What follows belongs to an exercise in optimizing a design on an open flow for small area, a short achievable clock period and few clock cycles per item; a production flow would make more cautious choices. RTL that was checked went through simulation tests only; none was proved equivalent to the original.

job 1977:
==> flow/design.v (excerpt) <==
module sm3_expnd_top (
    input  logic      clk,
    input  logic      rst_n,
    input  sm3_expnd_pkg::sm3_word_t pad_d_i,
    input  logic      pad_vld_i,
    input  logic      pad_lst_i,
    output logic      pad_rdy_o,
    output sm3_expnd_pkg::sm3_word_t wj_o,
    output sm3_expnd_pkg::sm3_word_t wjj_o,
    output logic      expnd_vld_o,
    output logic      expnd_lst_o
);
make LEC_CHECK=0 CAP_MARGIN=20 CORE_MARGIN=2 CORE_UTILIZATION=40 CTS_CLUSTER_DIAMETER=80 CTS_CLUSTER_SIZE=30 SETUP_SLACK_MARGIN=1.8 SLEW_MARGIN=20 finish   # period 3.5 ns
run.sh (not shown) runs the stock make flow with config.mk's settings and CLKGATE_MAP_FILE= SYNTH_SCRIPT=/design/flow/synth_recipe.tcl, a recipe that flattens the netlist after the stock synthesis.
Job 1977 went all the way through the flow, and no timing, DRC or antenna check failed.
Testbench counts of job 1977, summed over its fixed seeds: cycles 6,536, items 6,144.
For job 1667, these inputs were changed with respect to job 1977:
==> flow/flow/run.sh (new file) <==
#!/bin/bash
# The standard layout, with every port buffered by a buf_2 instead of the
# buffer buffer_ports picks by itself.
set -euo pipefail
export BUFFER_PORTS_ARGS="-buffer_cell sky130_fd_sc_hd__buf_2"
bash standard.sh finish > standard.log 2>&1
==> flow/standard.sh (new file) <==
#!/bin/bash
# synth_recipe.tcl (not shown) runs the flow's synth.tcl, then flattens the netlist and writes it again
# the make line also repeats each setting of config.mk as NAME=value (left out here)
make -C /OpenROAD-flow-scripts/flow DESIGN_CONFIG=/design/flow/config.mk WORK_HOME=/design/flow/orfs CLKGATE_MAP_FILE= SYNTH_SCRIPT=/design/flow/synth_recipe.tcl "${@:-finish}"
--- a/flow/config.mk
+++ b/flow/config.mk
@@ -11,4 +11,4 @@
 export CTS_CLUSTER_DIAMETER = 80
 export CTS_CLUSTER_SIZE = 30
-export SETUP_SLACK_MARGIN = 1.8
+export SETUP_SLACK_MARGIN = 1.5
 export SLEW_MARGIN = 20
removed: flow/run.sh
==> comparison <==
Taking job 1977 as the reference, in job 1667 sequential cell count barely changed; final standard cell count with taps included and fillers excluded dropped 14; final critical path time including I/O delays and setup climbed 0.053 ns; final area dropped 6.5%.
From job 1667 to job 1977, post-cts hold buffer count did not move at all.
Compared with job 1977, in job 1667 global-route usage moved down, total met2 wirelength after detailed routing moved down.
A worst min-delay path category of reg -> reg is what job 1977 shows, while in -> async belongs to job 1667.
Between job 1667 and job 1977, the worst setup margin is lower for job 1667.
Detailed-route via count for job 1667 is lower than for job 1977.
Modified inputs, job 4858 compared to job 1667
--- a/flow/config.mk
+++ b/flow/config.mk
@@ -11,4 +11,4 @@
 export CTS_CLUSTER_DIAMETER = 80
 export CTS_CLUSTER_SIZE = 30
-export SETUP_SLACK_MARGIN = 1.5
+export SETUP_SLACK_MARGIN = 1.7
 export SLEW_MARGIN = 20
==> comparison <==
Going from job 1667 to job 4858, non-clock buffer count grows by 1.9%. Job 4858 vs. job 1667: buffers inserted during post-CTS setup optimization saw an increase; total non-filler cell area in the finished layout up about 0.55%. Cmp job 4858 vs job 1667: number of resized instances in the post-cts repair step higher in job 4858. Lower final hold slack goes to job 4858 over job 1667. Vias: job 4858 above job 1667. Summary — total detailed-routing wirelength, job 4858 relative to job 1667: higher, by about 1.5%. Job 4858: number of global-route vias before repair is 0.61% higher than what job 1667 reported. Of job 1667 and job 4858, job 4858 shows the lower minimum period implied by the final worst setup slack, with job 1667 above it.
> inputs changed (job 4858 -> job 7488)
==> flow/run.sh (new file) <==
#!/bin/bash
# synth_recipe.tcl (not shown) runs the flow's synth.tcl, then flattens the netlist and writes it again
# the make line also repeats each setting of config.mk as NAME=value (left out here)
make -C /OpenROAD-flow-scripts/flow DESIGN_CONFIG=/design/flow/config.mk WORK_HOME=/design/flow/orfs CLKGATE_MAP_FILE= SYNTH_SCRIPT=/design/flow/synth_recipe.tcl finish
--- a/flow/config.mk
+++ b/flow/config.mk
@@ -9,6 +9,4 @@
 export CORE_MARGIN = 2
 export CORE_UTILIZATION = 40
-export CTS_CLUSTER_DIAMETER = 80
-export CTS_CLUSTER_SIZE = 30
-export SETUP_SLACK_MARGIN = 1.7
+export SETUP_SLACK_MARGIN = 1.8
 export SLEW_MARGIN = 20
removed: flow/flow/run.sh
removed: flow/standard.sh
### Flow results
NOTE routed via count job 4858->job 7488 increased by a few percent
Summary — worst slack on hold paths, job 7488 relative to job 4858: higher, by 0.20 ns.
Job 7488: count of filler cells inserted in the layout lower than job 4858
After synthesis and placement, the instance count of job 7488 is above that of job 4858.
Setup changes, job 7488 to job 8088
--- a/flow/config.mk
+++ b/flow/config.mk
@@ -9,4 +9,4 @@
 export CORE_MARGIN = 2
 export CORE_UTILIZATION = 40
-export SETUP_SLACK_MARGIN = 1.8
+export SETUP_SLACK_MARGIN = 2.2
 export SLEW_MARGIN = 20
Findings:
- Sequential share of layout area in job 8088 is 2.1 points lower than in job 7488
- Job 8088 ends up with a top achievable clock speed that is 1.6% higher than in job 7488.
- Normalized max-slew margin delta for job 8088 relative to job 7488: 16 points lower
- Worst hold margin for job 8088: 0.12 ns down relative to job 7488

========
Another version of the RTL of sm3_expnd_top (not shown whole).
For scale: roughly 1000 cells after synthesis, roughly 570 flip-flops, ~15000 um^2 of cells after synthesis.
export LEC_CHECK = 0
export CAP_MARGIN = 20
export CORE_MARGIN = 2
export CORE_UTILIZATION = 65
export CTS_CLUSTER_DIAMETER = 80
export CTS_CLUSTER_SIZE = 30
export SETUP_SLACK_MARGIN = 1.6
export SLEW_MARGIN = 20
create_clock -name core_clock -period 3.5 [get_ports {clk}]
standard.sh (not shown) runs the stock make flow with config.mk's settings and CLKGATE_MAP_FILE= SYNTH_SCRIPT=/design/flow/synth_recipe.tcl, a recipe that flattens the netlist after the stock synthesis.
==> flow/flow/run.sh <==
#!/bin/bash
# The standard layout, with every port buffered by a buf_2 instead of the
# buffer buffer_ports picks by itself.
set -euo pipefail
export BUFFER_PORTS_ARGS="-buffer_cell sky130_fd_sc_hd__buf_2"
bash standard.sh finish > standard.log 2>&1
The baseline finished with timing, DRC and antenna clean.
Testbench counts at the start, summed over its fixed seeds: cycles 6,272, items 6,144.
Rerun with:
- ABC_AREA: unset -> 1
- SETUP_SLACK_MARGIN: 1.6 -> 1.7
Synthesized area increases by about 13%.
Clock skew is about the same.
Routed wire length rose by 40%.
Cell area rose by about 12%.
Rerun with:
- ABC_AREA: 1 -> unset
- CORE_UTILIZATION: 65 -> 80
What happened: Hold slack gets worse by 0.017 ns; die area decreases by 27%; final cell count decreases by 40%; global-route usage increases by 5.1 points; non-clock buffer count increases by 2; wire length decreases by 11%; first-iteration DRC count decreases by 57%; cell area decreases by 11%.
Rerun with:
==> flow/run.sh (new file) <==
#!/bin/bash
# synth_recipe.tcl (not shown) runs the flow's synth.tcl, then flattens the netlist and writes it again
# the make line also repeats each setting of config.mk as NAME=value (left out here)
make -C /OpenROAD-flow-scripts/flow DESIGN_CONFIG=/design/flow/config.mk WORK_HOME=/design/flow/orfs CLKGATE_MAP_FILE= SYNTH_SCRIPT=/design/flow/synth_recipe.tcl finish
- CORE_UTILIZATION: 80 -> 40
- SETUP_SLACK_MARGIN: 1.7 -> 1.8
removed: flow/flow/run.sh
removed: flow/standard.sh
Result: The changed run passed the timing, DRC and antenna checks. Worst setup slack gains 0.020 ns. Global-route usage decreases by 15 points. Clock skew is about the same. Synthesized area is unchanged. Via count decreases by 5.4%. Cell area increases by 9.0%. Cell count increases by about 20%. Die area increases by about 100%.
Rerun with:
==> flow/flow/run.sh (new file) <==
#!/bin/bash
# The standard layout, with every port buffered by a buf_2 instead of the
# buffer buffer_ports picks by itself.
set -euo pipefail
export BUFFER_PORTS_ARGS="-buffer_cell sky130_fd_sc_hd__buf_2"
bash standard.sh finish > standard.log 2>&1
==> flow/standard.sh (new file) <==
#!/bin/bash
# synth_recipe.tcl (not shown) runs the flow's synth.tcl, then flattens the netlist and writes it again
# the make line also repeats each setting of config.mk as NAME=value (left out here)
make -C /OpenROAD-flow-scripts/flow DESIGN_CONFIG=/design/flow/config.mk WORK_HOME=/design/flow/orfs CLKGATE_MAP_FILE= SYNTH_SCRIPT=/design/flow/synth_recipe.tcl "${@:-finish}"
- CORE_UTILIZATION: 40 -> 70
- SETUP_SLACK_MARGIN: 1.8 -> 1.7
removed: flow/run.sh
Outcome: Worst setup slack improved by 0.034 ns. Area after synthesis stays the same. Worst hold slack got worse by 0.17 ns. Synthesized cell count does not change. Via count shrinks by 2.2%.

========
JK:
sm3_expnd_top, a different RTL version from the one above (not shown whole).
For scale: roughly 960 cells after synthesis, roughly 570 flip-flops.
clock: 3.5 ns
lec_check: 0
cap_margin: 20
core_margin: 2
core_utilization: 40
setup_slack_margin: 2.2
slew_margin: 20
run.sh (not shown) runs the stock make flow with config.mk's settings and CLKGATE_MAP_FILE= SYNTH_SCRIPT=/design/flow/synth_recipe.tcl, a recipe that flattens the netlist after the stock synthesis.
Stock flow here: none of the scripts above is used.
### JK -> MS
-- flow/config.mk --
<<< JK, line 9
export CORE_MARGIN = 2
export CORE_UTILIZATION = 40
export SETUP_SLACK_MARGIN = 2.2
export SLEW_MARGIN = 20
>>> MS, line 9
export CORE_MARGIN = 2
export CORE_UTILIZATION = 40
export SETUP_SLACK_MARGIN = 1.8
export SLEW_MARGIN = 20
Findings:
MS went all the way through synthesis, placement and routing and the layout is clean on timing, DRC and antenna.
Path length in cells of the critical path on MS is down relative to JK.
Diff JK..MS | register area | negligible
Summary — met2 track demand over resource in global routing, MS relative to JK: lower, by 1.2 points.
Going from JK to MS, the post-CTS setup-driven buffer insertion count was found to have gone down by 15.
Relative to JK, the design area of MS is lower by 3.8%.
JK was routed with more vias than MS.
MS vs. JK: number of standard cells in the layout, taps in and fillers out down 1.7%, wire length went down by about 8%, met3 wirelength from detailed routing has increased, register fraction of the total cell area went up by 2.1 points.
No functional check of the RTL was part of any run of this note.

========
The RTL this note starts from:
==> flow/design.v <==
package sm3_expnd_pkg;
    typedef logic [32-1:0] sm3_word_t;
endpackage
`timescale 1ns/1ps
module sm3_expnd_ctrl (
    input  logic clk,
    input  logic rst_n,
    input  logic pad_vld_i,
    input  logic pad_lst_i,
    output logic pad_rdy_o,
    output logic sel_exp_o,      
    output logic sel_wexp_o,     
    output logic sel_pad_o,      
    output logic expnd_vld_o,
    output logic expnd_lst_o
);
    logic [6:0] idx_q;       
    logic [3:0] dbt_q;       
    logic       done_q;      
    logic       lst_q;       
    logic       tlst_q;      
    logic       lsto_q;
    logic       rdy_q;       
    logic       exp_q;       
    logic       wexp_q;      
    logic       vld_q;
    logic       selp_q;      
    logic [3:0] tail_q;      
    logic       f_end_q;     
    logic       f_w15_q;     
    logic       f_idx0_q;    
    logic       f_ge4_q;     
    logic       f_ge5_q;     
    logic       f_dbt15_q;   
    logic       pad_acc;
    logic       inc;         
    logic       wrap;        
    logic       turn;        
    logic       rdy_d;
    logic       exp_d;
    logic       vld_d;
    logic [3:0] tail_d;
    assign pad_acc = pad_vld_i && rdy_q;
    assign inc     = exp_q || pad_acc;
    assign wrap    = exp_q && f_end_q;
    assign turn    = !exp_q && !pad_acc && !f_idx0_q;
    assign tail_d  = {tail_q[2:0], wrap};
    always_comb begin
        if (exp_q) begin
            exp_d = !f_end_q;
            rdy_d = f_end_q;
            vld_d = 1'b1;                        
        end else if (rdy_q) begin
            exp_d = pad_vld_i && f_w15_q;
            rdy_d = pad_vld_i ? !f_w15_q : f_idx0_q;
            vld_d = pad_vld_i && f_ge4_q;
        end else begin
            exp_d = 1'b0;
            rdy_d = f_idx0_q || f_dbt15_q;       
            vld_d = f_dbt15_q && f_ge5_q && !done_q;
        end
    end
    always_ff @(posedge clk or negedge rst_n) begin
        if (!rst_n) begin
            idx_q     <= '0;
            dbt_q     <= '0;
            done_q    <= 1'b0;
            lst_q     <= 1'b0;
            tlst_q    <= 1'b0;
            lsto_q    <= 1'b0;
            rdy_q     <= 1'b0;    
            selp_q    <= 1'b0;
            exp_q     <= 1'b0;
            wexp_q    <= 1'b0;
            vld_q     <= 1'b0;
            tail_q    <= '0;
            f_end_q   <= 1'b0;
            f_w15_q   <= 1'b0;
            f_idx0_q  <= 1'b1;
            f_ge4_q   <= 1'b0;
            f_ge5_q   <= 1'b0;
            f_dbt15_q <= 1'b0;
        end else begin
            rdy_q  <= rdy_d;
            selp_q <= rdy_d || exp_d;
            exp_q  <= exp_d;
            wexp_q <= exp_d || (tail_d[2:0] != 3'd0);
            vld_q  <= vld_d || (tail_d[3:1] != 3'd0);
            tail_q <= tail_d;
            lsto_q <= tail_q[2] && tlst_q;
            if (wrap) begin
                tlst_q <= lst_q;
            end
            if (inc) begin
                idx_q     <= wrap ? 7'd0 : idx_q + 7'd1;
                f_end_q   <= (idx_q == 7'(64 - 1));
                f_w15_q   <= (idx_q == 7'd14);
                f_idx0_q  <= wrap;
                f_ge4_q   <= !wrap && (idx_q >= 7'd3);
                f_ge5_q   <= !wrap && (idx_q >= 7'(5 - 1));
            end
            if (turn) begin
                dbt_q     <= dbt_q + 4'd1;
                f_dbt15_q <= (dbt_q == 4'd14);
            end
            if (pad_acc) begin
                done_q <= 1'b0;
                lst_q  <= (lst_q && !f_idx0_q) || pad_lst_i;
            end else if (turn) begin
                done_q <= done_q || vld_q;
            end
        end
    end
    assign pad_rdy_o   = rdy_q;
    assign sel_exp_o   = exp_q;
    assign sel_wexp_o  = wexp_q;
    assign sel_pad_o   = selp_q;
    assign expnd_vld_o = vld_q;
    assign expnd_lst_o = lsto_q;
endmodule
`timescale 1ns/1ps
module sm3_word_window (
    input  logic                     clk,
    input  logic                     sel_exp_i,
    input  logic                     sel_wexp_i,
    input  logic                     sel_pad_i,
    input  sm3_expnd_pkg::sm3_word_t pad_d_i,
    output sm3_expnd_pkg::sm3_word_t wj_o,
    output sm3_expnd_pkg::sm3_word_t wjj_o
);
    localparam int NEWEST = 16 - 1;
    sm3_expnd_pkg::sm3_word_t win_q [16];
    sm3_expnd_pkg::sm3_word_t wjj_q;
    sm3_expnd_pkg::sm3_word_t mix_word;
    sm3_expnd_pkg::sm3_word_t exp_word;
    sm3_expnd_pkg::sm3_word_t in_word;
    function automatic sm3_expnd_pkg::sm3_word_t rotl(input sm3_expnd_pkg::sm3_word_t x, input int unsigned n);
        rotl = (x << n) | (x >> (32 - n));
    endfunction
    function automatic sm3_expnd_pkg::sm3_word_t p1(input sm3_expnd_pkg::sm3_word_t x);
        p1 = x ^ rotl(x, 15) ^ rotl(x, 23);
    endfunction
    assign mix_word = win_q[0] ^ win_q[7] ^ rotl(win_q[13], 15);
    assign exp_word = p1(mix_word) ^ rotl(win_q[3], 7) ^ win_q[10];
    assign in_word = sel_pad_i ? pad_d_i : win_q[0];
    always_ff @(posedge clk) begin
        for (int i = 0; i < NEWEST; i++) begin
            win_q[i] <= win_q[i + 1];
        end
        win_q[NEWEST] <= sel_exp_i ? exp_word : in_word;
        wjj_q         <= sel_wexp_i ? (win_q[NEWEST - 3] ^ exp_word)
                                    : (win_q[NEWEST - 3] ^ in_word);
    end
    assign wj_o  = win_q[NEWEST - 4];
    assign wjj_o = wjj_q;   
endmodule
`timescale 1ns/1ps
module sm3_expnd_top (
    input  logic      clk,
    input  logic      rst_n,
    input  sm3_expnd_pkg::sm3_word_t pad_d_i,
    input  logic      pad_vld_i,
    input  logic      pad_lst_i,
    output logic      pad_rdy_o,
    output sm3_expnd_pkg::sm3_word_t wj_o,
    output sm3_expnd_pkg::sm3_word_t wjj_o,
    output logic      expnd_vld_o,
    output logic      expnd_lst_o
);
    logic sel_exp;
    logic sel_wexp;
    logic sel_pad;
    sm3_expnd_ctrl u_ctrl (
        .clk         (clk),
        .rst_n       (rst_n),
        .pad_vld_i   (pad_vld_i),
        .pad_lst_i   (pad_lst_i),
        .pad_rdy_o   (pad_rdy_o),
        .sel_exp_o   (sel_exp),
        .sel_wexp_o  (sel_wexp),
        .sel_pad_o   (sel_pad),
        .expnd_vld_o (expnd_vld_o),
        .expnd_lst_o (expnd_lst_o)
    );
    sm3_word_window u_window (
        .clk       (clk),
        .sel_exp_i (sel_exp),
        .sel_wexp_i(sel_wexp),
        .sel_pad_i (sel_pad),
        .pad_d_i   (pad_d_i),
        .wj_o      (wj_o),
        .wjj_o     (wjj_o)
    );
endmodule
==> flow/config.mk <==
export PLATFORM = sky130hd
export DESIGN_NAME = sm3_expnd_top
export DESIGN_NICKNAME = sm3_expnd_top
export VERILOG_FILES = /design/flow/design.v
export SDC_FILE = /design/flow/constraint.sdc
export NUM_CORES = 4
export LEC_CHECK = 0
export CAP_MARGIN = 20
export CORE_MARGIN = 2
export CORE_UTILIZATION = 40
export CTS_CLUSTER_DIAMETER = 80
export CTS_CLUSTER_SIZE = 30
export SETUP_SLACK_MARGIN = 1.7
export SLEW_MARGIN = 20
==> flow/constraint.sdc <==
create_clock -name core_clock -period 3.5 [get_ports {clk}]
set_input_delay 0.7000 -clock core_clock [delete_from_list [all_inputs] [get_ports {clk}]]
set_output_delay 0.7000 -clock core_clock [all_outputs]
set_load 0.01 [all_outputs]
standard.sh (not shown) runs the stock make flow with config.mk's settings and CLKGATE_MAP_FILE= SYNTH_SCRIPT=/design/flow/synth_recipe.tcl, a recipe that flattens the netlist after the stock synthesis.
==> flow/flow/run.sh <==
#!/bin/bash
# The standard layout, with every port buffered by a buf_2 instead of the
# buffer buffer_ports picks by itself.
set -euo pipefail
export BUFFER_PORTS_ARGS="-buffer_cell sky130_fd_sc_hd__buf_2"
bash standard.sh finish > standard.log 2>&1
Testbench counts at the start, summed over its fixed seeds: cycles 6,272, items 6,144.
Edit:
- CORE_UTILIZATION: 40 -> 65
- SETUP_SLACK_MARGIN: 1.7 -> 1.9
Result: The new run produced a clean layout; register-to-register slack gains 0.02 ns; design area grows by 5.3%; routed wire length decreases by 2.8%; hold slack improved by 0.0087 ns; worst setup slack barely changes; final cell count falls by 10%; area after synthesis does not change; maximum frequency hardly moves.
Edit:
==> flow/flow/run.sh (replaced) <==
#!/bin/bash
# The standard layout, with every port buffered by a buf_2 instead of the
# buffer buffer_ports picks by itself, and one level of sink clustering in CTS.
set -euo pipefail
export BUFFER_PORTS_ARGS="-buffer_cell sky130_fd_sc_hd__buf_2"
export CTS_ARGS="-sink_clustering_enable -repair_clock_nets -sink_clustering_size 30 -sink_clustering_max_diameter 80 -sink_clustering_levels 1"
bash standard.sh finish > standard.log 2>&1
- CORE_UTILIZATION: 65 -> 40
- CTS_CLUSTER_DIAMETER: 80 -> default
- CTS_CLUSTER_SIZE: 30 -> default
- SETUP_SLACK_MARGIN: 1.9 -> 1.7
Outcome: Routed wire length goes up by 2.8%. Core utilization goes down by 32 points. Worst setup slack hardly moves. Design area goes down by 5.0%. Global-route usage goes down by 7.2 points. Cell count goes up by 11%. Clock skew goes down by 0.012 ns.

[what the ideal ports hide]
In the flow no input, the clock included, has a driving cell. The finished layouts below were timed again as built, in two steps. Step 1: set_driving_cell puts a clkbuf_16 on clk and a buf_2 on each other input, an assumption about the parent block. Step 2 also shifts input and output timing later by t, the mid clock arrival at the registers, as if the neighbouring blocks saw the same clock. Three values: ideal, step 1, step 2; two values: the first two.
run	t, ns	setup slack, ns	worst setup path after step 2	worst register clock-pin slew, ns
job 1977	0.581	1.660 / 1.613 / 1.330	input to register	0.11 / 0.11
job 1667	0.585	1.607 / 1.556 / 1.638	input to register	0.11 / 0.11
job 4858	0.585	1.695 / 1.644 / 1.751	input to register	0.11 / 0.11
job 7488	0.601	1.687 / 1.636 / 1.603	input to register	0.06 / 0.06
job 8088	0.593	1.714 / 1.662 / 1.546	input to register	0.07 / 0.07
the first run of note 2	0.574	1.677 / 1.630 / 1.586	input to register	0.11 / 0.11
the second run of note 2	0.583	1.705 / 1.655 / 1.506	input to register	0.11 / 0.11
the third run of note 2	0.586	1.661 / 1.629 / 1.585	input to register	0.11 / 0.11
the fourth run of note 2	0.615	1.682 / 1.633 / 1.343	input to register	0.11 / 0.11
the fifth run of note 2	0.581	1.715 / 1.668 / 1.574	input to register	0.11 / 0.11
JK	0.620	1.529 / 1.520 / 1.005	input to register	0.07 / 0.07
MS	0.615	1.582 / 1.555 / 1.092	input to register	0.07 / 0.07
the first run of note 4	0.610	1.688 / 1.638 / 1.543	input to register	0.11 / 0.11
the second run of note 4	0.585	1.687 / 1.640 / 1.767	input to register	0.11 / 0.11
the third run of note 4	0.610	1.688 / 1.638 / 1.543	input to register	0.11 / 0.11
After both steps every run listed still meets setup and hold. For JK, which loses most, drivers alone change the setup slack by -0.009 ns; drivers and shift together by -0.524 ns.
